Background: an optimization exercise with open tools, aiming at small area and a short achievable clock period. Do not read the settings as production practice. Function was checked by simulation only, so behaviour that the tests miss may differ from the original. Power and IR drop assume default switching activity.

// inst_mem_responder
module inst_mem_responder #(
    parameter int MEM_WORDS = 256,
    parameter int MISS_LAT  = 4
) (
    input  logic        clk,
    input  logic        rst,
    input  logic [15:0] Addr,
    input  logic [15:0] DataIn,
    input  logic        Rd,
    input  logic        Wr,
    input  logic        createdump,
    output logic [15:0] DataOut,
    output logic        Done,
    output logic        Stall,
    output logic        CacheHit,
    output logic        err
);
==> flow/config.mk <==
export PLATFORM = sky130hd
export DESIGN_NAME = inst_mem_responder
export DESIGN_NICKNAME = inst_mem_responder
export VERILOG_FILES = /design/flow/design.v
export SDC_FILE = /design/flow/constraint.sdc
export NUM_CORES = 4
export LEC_CHECK = 0
export CAP_MARGIN = 20
export CORE_MARGIN = 2
export CORE_UTILIZATION = 40
export SETUP_SLACK_MARGIN = 2.0
export SLEW_MARGIN = 20
export SYNTH_HIERARCHICAL = 1
export SYNTH_MEMORY_MAX_BITS = 8192
==> flow/constraint.sdc <==
create_clock -name core_clock -period 6.0 [get_ports {clk}]
set_input_delay 1.2000 -clock core_clock [delete_from_list [all_inputs] [get_ports {clk}]]
set_output_delay 1.2000 -clock core_clock [all_outputs]
set_load 0.01 [all_outputs]
standard.sh (not shown) runs the stock make flow with config.mk's settings and CLKGATE_MAP_FILE= SYNTH_SCRIPT=/design/flow/synth_recipe.tcl, a recipe that flattens the netlist after the stock synthesis.
==> flow/flow/run.sh <==
#!/bin/bash
set -euo pipefail
export BUFFER_PORTS_ARGS="-buffer_cell sky130_fd_sc_hd__buf_4"
export CTS_ARGS="-sink_clustering_enable -repair_clock_nets -dont_use_dummy_load -buf_list sky130_fd_sc_hd__clkbuf_8 -sink_clustering_size 16 -sink_clustering_max_diameter 45"
bash standard.sh > flow_make.log 2>&1
Edit:
==> flow/run.sh (new file) <==
#!/bin/bash
# synth_recipe.tcl (not shown) runs the flow's synth.tcl, then flattens the netlist and writes it again
# the make line also repeats each setting of config.mk as NAME=value (left out here)
make -C /OpenROAD-flow-scripts/flow DESIGN_CONFIG=/design/flow/config.mk WORK_HOME=/design/flow/orfs CLKGATE_MAP_FILE= SYNTH_SCRIPT=/design/flow/synth_recipe.tcl finish
removed: flow/flow/run.sh
removed: flow/standard.sh
Effect: Cell area rose by 7.2%; global-route usage grows by 0.93 points; setup slack is better by 0.012 ns; critical path depth goes up by 1; utilization rose by 3.3 points.


run A:
inst_mem_responder, a different RTL version from the one above (not shown whole).
Size in the first run: ~9000 cells after synthesis, ~4400 flip-flops, roughly 57 I/O pins.
==> flow/config.mk <==
export PLATFORM = sky130hd
export DESIGN_NAME = inst_mem_responder
export DESIGN_NICKNAME = inst_mem_responder
export VERILOG_FILES = /design/flow/design.v
export SDC_FILE = /design/flow/constraint.sdc
export NUM_CORES = 4
export LEC_CHECK = 0
export CAP_MARGIN = 20
export CORE_MARGIN = 2
export CORE_UTILIZATION = 40
export SETUP_SLACK_MARGIN = 1.8
export SLEW_MARGIN = 20
export SYNTH_HIERARCHICAL = 1
export SYNTH_MEMORY_MAX_BITS = 8192
==> flow/constraint.sdc <==
create_clock -name core_clock -period 6.0 [get_ports {clk}]
set_input_delay 1.2000 -clock core_clock [delete_from_list [all_inputs] [get_ports {clk}]]
set_output_delay 1.2000 -clock core_clock [all_outputs]
set_load 0.01 [all_outputs]
==> flow/flow/run.sh <==
#!/bin/bash
set -euo pipefail
export BUFFER_PORTS_ARGS="-buffer_cell sky130_fd_sc_hd__buf_4"
export CTS_ARGS="-sink_clustering_enable -repair_clock_nets -dont_use_dummy_load -buf_list sky130_fd_sc_hd__clkbuf_8 -sink_clustering_size 18 -sink_clustering_max_diameter 55"
bash standard.sh > flow_make.log 2>&1
No stage failed in run A, and the final checks on the layout all came back clean.
Here is what was changed in the inputs of run B compared with run A.
Settings: SETUP_SLACK_MARGIN now 2.0, was 1.8.
==> flow/flow/run.sh <==
#!/bin/bash
set -euo pipefail
export BUFFER_PORTS_ARGS="-buffer_cell sky130_fd_sc_hd__buf_4"
export CTS_ARGS="-sink_clustering_enable -repair_clock_nets -dont_use_dummy_load -buf_list sky130_fd_sc_hd__clkbuf_8 -sink_clustering_size 20 -sink_clustering_max_diameter 40"
bash standard.sh > flow_make.log 2>&1
Results
The final layout from run B, which completed every stage, passed the timing, design-rule and antenna checks at the end of the flow. Aggregate global-route resource usage for run B is higher than for run A. Diff run A -> run B | via count | increase of 995. When run B is set beside run A, its multi-input logic area turns out to be 230 um2 larger. Run B vs. run A: critical path depth increased by 6 relative to the old numbers; power share of the sequential group went down 3.2 points; share of the cycle needed by the critical path after routing decreased 3.8 points; routing usage on met3 rose 0.94 points; post-route worst setup slack rose 0.23 ns.
Inputs modified between run B and run C:
==> flow/flow/run.sh <==
#!/bin/bash
set -euo pipefail
export BUFFER_PORTS_ARGS="-buffer_cell sky130_fd_sc_hd__buf_4"
export CTS_ARGS="-sink_clustering_enable -repair_clock_nets -dont_use_dummy_load -buf_list sky130_fd_sc_hd__clkbuf_8 -sink_clustering_size 18 -sink_clustering_max_diameter 55"
bash standard.sh > flow_make.log 2>&1
Notes after the runs:
- Between run C and run B, power per cell area is higher for run B, run C comes in under that.
- On clock insertion delay at the later pin of the skew report: between run C and run B, it ends up higher for run B.
- Maximum operating frequency delta for run C relative to run B: about 1.7% lower
- NOTE cell count run B->run C decreased slightly
- Delta (run C minus run B): setup slack decreased 0.074 ns, count of TritonRoute iterations in the first routing pass increased 1, share of total power in combinational logic increased 0.3 points.
- [compare] base=run B new=run C: area fraction in compound gates after synthesis comparable; clock slew seen by the registers of the worst setup and hold paths comparable.
- Comparing run C with run B, the number of combinational gates with multiple inputs came out essentially unchanged.


== the reference run ==
Another version of the RTL of inst_mem_responder (not shown whole).
For scale: roughly 8900 cells after synthesis.
export LEC_CHECK = 0
export CAP_MARGIN = 25
export CORE_MARGIN = 2
export CORE_UTILIZATION = 40
export GPL_TIMING_DRIVEN = 0
export SETUP_SLACK_MARGIN = 2.0
export SLEW_MARGIN = 20
export SYNTH_HIERARCHICAL = 1
export SYNTH_MEMORY_MAX_BITS = 8192
create_clock -name core_clock -period 6.0 [get_ports {clk}]
==> flow/flow/run.sh <==
#!/bin/bash
set -euo pipefail
export BUFFER_PORTS_ARGS="-buffer_cell sky130_fd_sc_hd__buf_4"
export CTS_ARGS="-sink_clustering_enable -repair_clock_nets -dont_use_dummy_load -buf_list sky130_fd_sc_hd__clkbuf_8 -sink_clustering_size 16 -sink_clustering_max_diameter 45"
bash standard.sh > flow_make.log 2>&1
Changes in the trial run relative to the reference run:
- a deleted GPL_TIMING_DRIVEN that had been 0
- a change of CAP_MARGIN from 25 to 20
==> flow/flow/run.sh <==
#!/bin/bash
set -euo pipefail
export BUFFER_PORTS_ARGS="-buffer_cell sky130_fd_sc_hd__buf_4"
export CTS_ARGS="-sink_clustering_enable -repair_clock_nets -dont_use_dummy_load -buf_list sky130_fd_sc_hd__clkbuf_8 -sink_clustering_size 20 -sink_clustering_max_diameter 40"
bash standard.sh > flow_make.log 2>&1
==> comparison <==
Comparing the reference run and the trial run, worst hold-check slack is lower on the trial run.
Number of global-route vias before repair of the trial run is on par with the reference run.
Endpoint of the most critical setup path = lat_data[1]: the reference run; endpoint of the most critical setup path = lat_data[11]: the trial run
In the flow results for the reference run and the trial run, the total power draw is larger on the reference run.
On wire length of the first global-routing pass: between the reference run and the trial run, it ends up higher for the reference run.
Against the reference run, the trial run reports a maximum number of pins on one net before global-route repair that is higher.
Between the reference run and the trial run, the difference in fraction of area in multi-input gates is negligible.

## re-timing with driven ports
Ports are ideal in the flow. The routed layouts listed here were re-timed in OpenROAD. Step 1, drivers: a clkbuf_16 drives clk and a buf_2 each remaining input, both assumed. Step 2 also shifts input and output timing later by t, the mid clock arrival at the registers, as if the neighbouring blocks saw the same clock. Three values: ideal, step 1, step 2; two values: the first two.
run	t, ns	setup WS [ns]	worst setup path after step 2	slew at the worst register clock pin (ns)	cell pins on the clock port's net
the first run of note 1	1.125	1.484 / 1.426 / 0.883	input to register	0.11 / 0.11	1
the second run of note 1	1.033	1.495 / 1.462 / 0.692	input to register	0.07 / 0.07	1
run A	1.088	1.522 / 1.522 / 0.588	input to register	0.12 / 0.12	1
run B	1.139	1.748 / 1.725 / 0.744	input to register	0.12 / 0.12	1
run C	1.095	1.673 / 1.673 / 0.794	input to register	0.12 / 0.12	1
the reference run	1.246	1.350 / 1.319 / 0.310	input to register	0.11 / 0.11	1
the trial run	1.234	1.614 / 1.610 / 0.545	input to register	0.11 / 0.11	1
After both steps setup and hold are still met in every run listed. The setup slack of the trial run, which loses most, moves by -0.004 ns with the drivers and by -1.069 ns with both steps.
